Source: an optimization exercise on an open RTL-to-GDS flow (aim: small area). Production flows keep margins and buffers that such runs may drop. Only simulation tests tie the RTL to the original design; equivalence was not proved. No activity file was given, so power comes from the tool's default toggle rates. The flow treats the clock pin as an ideal source, which a real chip does not have.

== pepper ==
## frame_loader
module frame_loader
(
    input  logic                      clk,
    input  logic                      reset,
    input  logic                      serial_in,
    input  logic                      rd_req_req,
    input  logic [6-1:0]        rd_req_addr,
    output logic                      rd_rsp_ack,
    output logic [32-1:0]        rd_rsp_data
);
Size in the first run: about 3600 cells after synthesis, about 2200 flip-flops, about 43 I/O pins, roughly 0.055 mm^2 of cells after synthesis.
Settings: LEC_CHECK=0, CAP_MARGIN=20, CORE_MARGIN=2, CORE_UTILIZATION=72, CTS_CLUSTER_DIAMETER=90, CTS_CLUSTER_SIZE=32, SLEW_MARGIN=20, SYNTH_HIERARCHICAL=1, SYNTH_MINIMUM_KEEP_SIZE=0; clock period 10.0 ns.
standard.sh (not shown) runs the stock make flow with config.mk's settings and CLKGATE_MAP_FILE= SYNTH_SCRIPT=/design/flow/synth_recipe.tcl, a recipe that flattens the netlist after the stock synthesis.
==> flow/flow/run.sh <==
#!/bin/bash
# The standard layout (standard.sh) with two changes: clock tree synthesis
# adds no dummy loads, and the port buffers are the smallest buffer cell.
# Each tool's output is in orfs/logs/; make's output in standard.log.
set -e
export CTS_ARGS="-sink_clustering_enable -repair_clock_nets -dont_use_dummy_load -sink_clustering_size 32 -sink_clustering_max_diameter 90"
export BUFFER_PORTS_ARGS="-buffer_cell sky130_fd_sc_hd__buf_1"
bash standard.sh > standard.log 2>&1
The following lists how quartz was set up differently from pepper:
==> flow/run.sh (new file) <==
#!/bin/bash
# synth_recipe.tcl (not shown) runs the flow's synth.tcl, then flattens the netlist and writes it again
# the make line also repeats each setting of config.mk as NAME=value (left out here)
make -C /OpenROAD-flow-scripts/flow DESIGN_CONFIG=/design/flow/config.mk WORK_HOME=/design/flow/orfs CLKGATE_MAP_FILE= SYNTH_SCRIPT=/design/flow/synth_recipe.tcl finish
removed: flow/flow/run.sh
removed: flow/standard.sh
==> comparison <==
- Switching part of the total (quartz over pepper): increase, 0.19 points
- Met2 capacity usage during global routing: lower on pepper
- The routed wire length of quartz and that of pepper are within noise of each other.
- Diff pepper -> quartz: final core utilization has increased; part of the total power dissipated in sequential elements has decreased; sequential share of layout area has decreased.
- Clock skew sits lower in quartz than in pepper.
- Share of the clock period used by the worst path after layout: quartz > pepper
- Final worst slack in quartz is 0.64 ns below pepper.
- Between quartz and pepper, the number of vias after detailed routing does not differ in any meaningful way.
### quartz -> garnet
- CORE_UTILIZATION: 72 -> 75
- CTS_CLUSTER_DIAMETER: 90 -> 80
- CTS_CLUSTER_SIZE: 32 -> 34
==> flow/flow/run.sh (new file) <==
#!/bin/bash
# The standard layout (standard.sh) with two changes: clock tree synthesis
# adds no dummy loads, and the port buffers are the smallest buffer cell.
# Each tool's output is in orfs/logs/; make's output in standard.log.
set -e
export CTS_ARGS="-sink_clustering_enable -repair_clock_nets -dont_use_dummy_load -sink_clustering_size 34 -sink_clustering_max_diameter 80"
export BUFFER_PORTS_ARGS="-buffer_cell sky130_fd_sc_hd__buf_1"
bash standard.sh > standard.log 2>&1
==> flow/standard.sh (new file) <==
#!/bin/bash
# synth_recipe.tcl (not shown) runs the flow's synth.tcl, then flattens the netlist and writes it again
# the make line also repeats each setting of config.mk as NAME=value (left out here)
make -C /OpenROAD-flow-scripts/flow DESIGN_CONFIG=/design/flow/config.mk WORK_HOME=/design/flow/orfs CLKGATE_MAP_FILE= SYNTH_SCRIPT=/design/flow/synth_recipe.tcl "${@:-finish}"
removed: flow/run.sh
## What came out
- On total of plain and repair buffers excluding clock buffers, the lower figure sits with quartz, not garnet.
- Part of the cycle the worst path needs: garnet vs quartz down 4.5 points
- garnet vs. quartz: via count essentially unchanged, total power lower, first-iteration DRC count moved up, length of routed wiring on met1 lost about 2.6%, final routed wirelength across all metal layers went down by about 3.8%.

## lane 1
frame_loader, a different RTL version from the one above (not shown whole).
Size in the first run: about 2,200 flip-flops.
clock: 10.0 ns
lec_check: 0
cap_margin: 20
core_margin: 2
core_utilization: 50
cts_cluster_diameter: 90
cts_cluster_size: 32
slew_margin: 20
synth_hierarchical: 1
synth_minimum_keep_size: 0
==> flow/flow/run.sh <==
#!/bin/bash
# The standard layout (standard.sh), with clock tree synthesis told not to
# add dummy loads. Each tool's output is in orfs/logs/; make's output in
# standard.log.
set -e
export CTS_ARGS="-sink_clustering_enable -repair_clock_nets -dont_use_dummy_load -sink_clustering_size 32 -sink_clustering_max_diameter 90"
bash standard.sh > standard.log 2>&1
Input changes introduced in lane 2 (baseline for comparison: lane 1):
Settings: changing CORE_UTILIZATION from 50 to 68.
## What came out
Count of routing violations after the opening detailed-route iteration: lane 1 and lane 2 compared, higher one is lane 2
In the reports for lane 1 and lane 2, the larger ratio of final minimum period to clock period belongs to lane 2.
Largest vdd supply drop was lower in the run labelled lane 1.
From lane 1 to lane 2, clock sink count did not move at all.
From lane 2 to lane 1, post-synthesis instance total did not move at all.
Of lane 1 and lane 2, lane 1 shows the higher final-layout fill cell count, with lane 2 below it.
In the route summary, lane 2 ends up with a via count exceeding that of lane 1.

The RTL this note starts from:
==> flow/design.v <==
`timescale 1ns/1ns
module fl_aoi222
(
    input  logic a0, b0, a1, b1, a2, b2,
    output logic y
);
    assign y = !((a0 && b0) || (a1 && b1) || (a2 && b2));
endmodule
module fl_aoi22
(
    input  logic a0, b0, a1, b1,
    output logic y
);
    assign y = !((a0 && b0) || (a1 && b1));
endmodule
module fl_nand4
(
    input  logic a, b, c, d,
    output logic y
);
    assign y = !(a && b && c && d);
endmodule
module fl_nand3
(
    input  logic a, b, c,
    output logic y
);
    assign y = !(a && b && c);
endmodule
module fl_or6
(
    input  logic [5:0] a,
    output logic       y
);
    assign y = |a;
endmodule
module fl_and2
(
    input  logic a, b,
    output logic y
);
    assign y = a && b;
endmodule
`timescale 1ns/1ns
module frame_loader
(
    input  logic                      clk,
    input  logic                      reset,
    input  logic                      serial_in,
    input  logic                      rd_req_req,
    input  logic [6-1:0]        rd_req_addr,
    output logic                      rd_rsp_ack,
    output logic [32-1:0]        rd_rsp_data
);
    localparam int NW = 63;
    logic [32-1:0] shift_q;
    logic               hunt;        
    logic               primed;      
    logic               sync_q;      
    logic [4:0]         bit_cnt;     
    logic               wv;          
    logic               wv2;         
    logic [5:0]         rot;         
    logic [5:0]         cnt;         
    logic               ready;
    logic               full;        
    logic               pend;        
    logic [4:0]         wr_ph;       
    logic               wr_pt;       
    logic [15:0]        frame_count;
    logic [32-1:0] hold_q;
    logic [32-1:0] ring [0:NW-1];
    logic               ack_q;
    logic [32-1:0] rd_data_q;
    logic [32-1:0] shift_next;
    logic               match;
    logic               frame_end;
    logic               wr_a;
    logic               wr_b;
    assign shift_next = {shift_q[32-2:0], serial_in};
    assign match      = hunt && primed && (shift_next == 32'hF9A42BB1);
    assign frame_end  = wv2 && (cnt == 6'd63);
    assign wr_a = pend && ((cnt == 6'd63) ? (rot == 6'd31) : (bit_cnt == wr_ph && !wr_pt));
    assign wr_b = pend && ((cnt == 6'd63) ? (rot == 6'd0)  : (bit_cnt == wr_ph &&  wr_pt));
    always_ff @(posedge clk or posedge reset)
    begin
        if (reset)
        begin
            hunt        <= 1'b1;
            primed      <= 1'b0;
            sync_q      <= 1'b0;
            bit_cnt     <= '0;
            wv          <= 1'b0;
            wv2         <= 1'b0;
            rot         <= '0;
            cnt         <= '0;
            ready       <= 1'b0;
            full        <= 1'b0;
            pend        <= 1'b0;
            frame_count <= '0;
        end
        else
        begin
            sync_q  <= match;
            wv      <= !hunt && (bit_cnt == 5'd30);
            wv2     <= wv;
            rot     <= (rot == 6'd0) ? 6'd62 : rot - 6'd1;
            bit_cnt <= match ? 5'd31 : bit_cnt + 5'd1;
            pend    <= (pend && !wr_a && !wr_b) || wv;
            if (bit_cnt == 5'd30)
                primed <= 1'b1;
            if (match)
                hunt <= 1'b0;
            else if (frame_end)
                hunt <= 1'b1;
            if (frame_end)
                full <= 1'b1;
            if (wv)
                cnt <= (cnt == 6'd63) ? 6'd1 : cnt + 6'd1;
            if (sync_q)
                ready <= 1'b0;
            else if (wv && cnt == 6'd62)
                ready <= 1'b1;
            if (wv && cnt == 6'd62)
                frame_count <= frame_count + 16'd1;
        end
    end
    always_ff @(posedge clk)
    begin
        shift_q <= shift_next;
        if (wv)
            hold_q <= shift_q;
        if (wv && (cnt == 6'd63 || cnt == 6'd0))
        begin
            wr_ph <= rot[4:0];
            wr_pt <= rot[5];
        end
        for (int s = 0; s < NW; s++)
            ring[s] <= ring[(s + 1) % NW];
        if (wr_a)
            ring[30] <= hold_q;
        if (wr_b)
            ring[62] <= hold_q;
    end
    logic [5:0]         addr;
    logic [6:0]         sum;
    logic [5:0]         slot;
    logic               rd_start;
    logic               is_status;
    logic               addr_eq;
    logic               addr_lt;
    logic               sel_hold;
    logic               sel_ring;
    logic [NW-1:0]      sel;         
    logic               sel_h;       
    logic               sel_s;       
    logic               sel_k;       
    logic [32-1:0] status;
    logic [32-1:0] rd_next;
    assign addr = rd_req_addr;
    assign sum  = {1'b0, addr[0], addr[5:1]} + {1'b0, rot};
    assign slot = (sum >= 7'd63) ? 6'(sum - 7'd63) : sum[5:0];
    assign rd_start  = rd_req_req && !ack_q;
    assign is_status = (addr == '0);
    assign addr_eq   = (addr == cnt);
    assign addr_lt   = (addr < cnt);
    assign sel_hold  = !is_status && addr_eq && pend && !wv2;
    assign sel_ring  = !is_status && (addr_lt || (addr_eq && (!pend || (wv2 && full))) || (!addr_lt && !addr_eq && full));
    logic [7:0] dec_hi;
    logic [7:0] dec_lo;
    always_comb
    begin
        for (int h = 0; h < 8; h++)
            dec_hi[h] = rd_start && sel_ring && (slot[5:3] == 3'(h));
        for (int l = 0; l < 8; l++)
            dec_lo[l] = (slot[2:0] == 3'(l));
    end
    for (genvar s = 0; s < NW; s++)
    begin : g_dec
        fl_and2 i_and (.a(dec_hi[s / 8]), .b(dec_lo[s % 8]), .y(sel[s]));
    end
    assign sel_h  = rd_start && sel_hold;
    assign sel_s  = rd_start && is_status;
    assign sel_k  = !rd_start;
    assign status = {frame_count, 15'd0, ready};
    for (genvar b = 0; b < 32; b++)
    begin : g_bit
        logic [21:0] n;
        logic [5:0]  p;
        for (genvar g = 0; g < 21; g++)
        begin : g_grp
            fl_aoi222 i_ao
            (
                .a0 (sel[3*g]),   .b0 (ring[3*g][b]),
                .a1 (sel[3*g+1]), .b1 (ring[3*g+1][b]),
                .a2 (sel[3*g+2]), .b2 (ring[3*g+2][b]),
                .y  (n[g])
            );
        end
        if (b == 0 || b >= 16)
        begin : g_st
            fl_aoi222 i_ao
            (
                .a0 (sel_h), .b0 (hold_q[b]),
                .a1 (sel_s), .b1 (status[b]),
                .a2 (sel_k), .b2 (rd_data_q[b]),
                .y  (n[21])
            );
        end
        else
        begin : g_nst
            fl_aoi22 i_ao
            (
                .a0 (sel_h), .b0 (hold_q[b]),
                .a1 (sel_k), .b1 (rd_data_q[b]),
                .y  (n[21])
            );
        end
        fl_nand4 i_n0 (.a(n[0]),  .b(n[1]),  .c(n[2]),  .d(n[3]),  .y(p[0]));
        fl_nand4 i_n1 (.a(n[4]),  .b(n[5]),  .c(n[6]),  .d(n[7]),  .y(p[1]));
        fl_nand4 i_n2 (.a(n[8]),  .b(n[9]),  .c(n[10]), .d(n[11]), .y(p[2]));
        fl_nand4 i_n3 (.a(n[12]), .b(n[13]), .c(n[14]), .d(n[15]), .y(p[3]));
        fl_nand3 i_n4 (.a(n[16]), .b(n[17]), .c(n[18]), .y(p[4]));
        fl_nand3 i_n5 (.a(n[19]), .b(n[20]), .c(n[21]), .y(p[5]));
        fl_or6   i_or (.a(p), .y(rd_next[b]));
    end
    always_ff @(posedge clk or posedge reset)
    begin
        if (reset)
            ack_q <= 1'b0;
        else
            ack_q <= rd_req_req;
    end
    always_ff @(posedge clk)
    begin
        rd_data_q <= rd_next;
    end
    assign rd_rsp_ack  = ack_q;
    assign rd_rsp_data = rd_data_q;
endmodule
Settings: LEC_CHECK=0, CAP_MARGIN=20, CORE_MARGIN=2, CORE_UTILIZATION=75, CTS_CLUSTER_DIAMETER=90, CTS_CLUSTER_SIZE=32, SLEW_MARGIN=20, SYNTH_HIERARCHICAL=1, SYNTH_MINIMUM_KEEP_SIZE=0; clock period 10.0 ns.
Scripts as last shown in full above: flow/flow/run.sh
Rerun with:
==> flow/run.sh (new file) <==
#!/bin/bash
# synth_recipe.tcl (not shown) runs the flow's synth.tcl, then flattens the netlist and writes it again
# the make line also repeats each setting of config.mk as NAME=value (left out here)
make -C /OpenROAD-flow-scripts/flow DESIGN_CONFIG=/design/flow/config.mk WORK_HOME=/design/flow/orfs CLKGATE_MAP_FILE= SYNTH_SCRIPT=/design/flow/synth_recipe.tcl finish
Settings changed: CORE_UTILIZATION 75 to 50, CTS_CLUSTER_DIAMETER 90 to 80, CTS_CLUSTER_SIZE 32 to 30.
removed: flow/flow/run.sh
removed: flow/standard.sh
Result:
- total power rises by a few percent
- core utilization falls by 26 points
- count of clock-buffer cells in the layout rises by 18
- wire length stays flat
- setup slack improves by 320 ps
- final area rises slightly
- non-clock buffer count rises by 20
- final cell count rises by roughly a tenth
- first-iteration DRC count falls by about a fifth

[port drivers added, routing unchanged]
Ports are ideal in the flow. The routed layouts listed here were re-timed in OpenROAD. Step 1 sets driving cells, clkbuf_16 on the clock port and buf_2 on the other inputs (assumed; they add their load-dependent delay and slew). Step 2 also shifts input and output timing later by t, the mid clock arrival at the registers, as if the neighbouring blocks saw the same clock. a / b / c = ideal ports / drivers / drivers and shift; a / b = the first two.
run | shift t [ns] | slack for setup (ns) | worst setup path after step 2 | latest minus earliest clock arrival (ns) | worst register clock-pin slew, ns
pepper | 0.724 | 3.901 / 3.946 / 3.222 | input to register | 0.060 / 0.061 | 0.12 / 0.12
quartz | 0.748 | 3.265 / 3.311 / 2.562 | input to register | 0.030 / 0.029 | 0.12 / 0.12
garnet | 0.723 | 3.715 / 3.758 / 3.035 | input to register | 0.036 / 0.036 | 0.12 / 0.12
lane 1 | 0.740 | 3.549 / 3.604 / 2.864 | input to register | 0.070 / 0.070 | 0.12 / 0.12
lane 2 | 0.719 | 3.342 / 3.390 / 2.671 | input to register | 0.050 / 0.050 | 0.12 / 0.12
the first run of note 3 | 0.725 | 3.351 / 3.394 / 2.669 | input to register | 0.039 / 0.040 | 0.12 / 0.12
the second run of note 3 | 0.773 | 3.670 / 3.721 / 2.948 | input to register | 0.034 / 0.034 | 0.12 / 0.12
After both steps setup and hold are still met in every run listed. For the second run of note 3, which loses most, drivers alone change the setup slack by +0.051 ns; drivers and shift together by -0.722 ns.
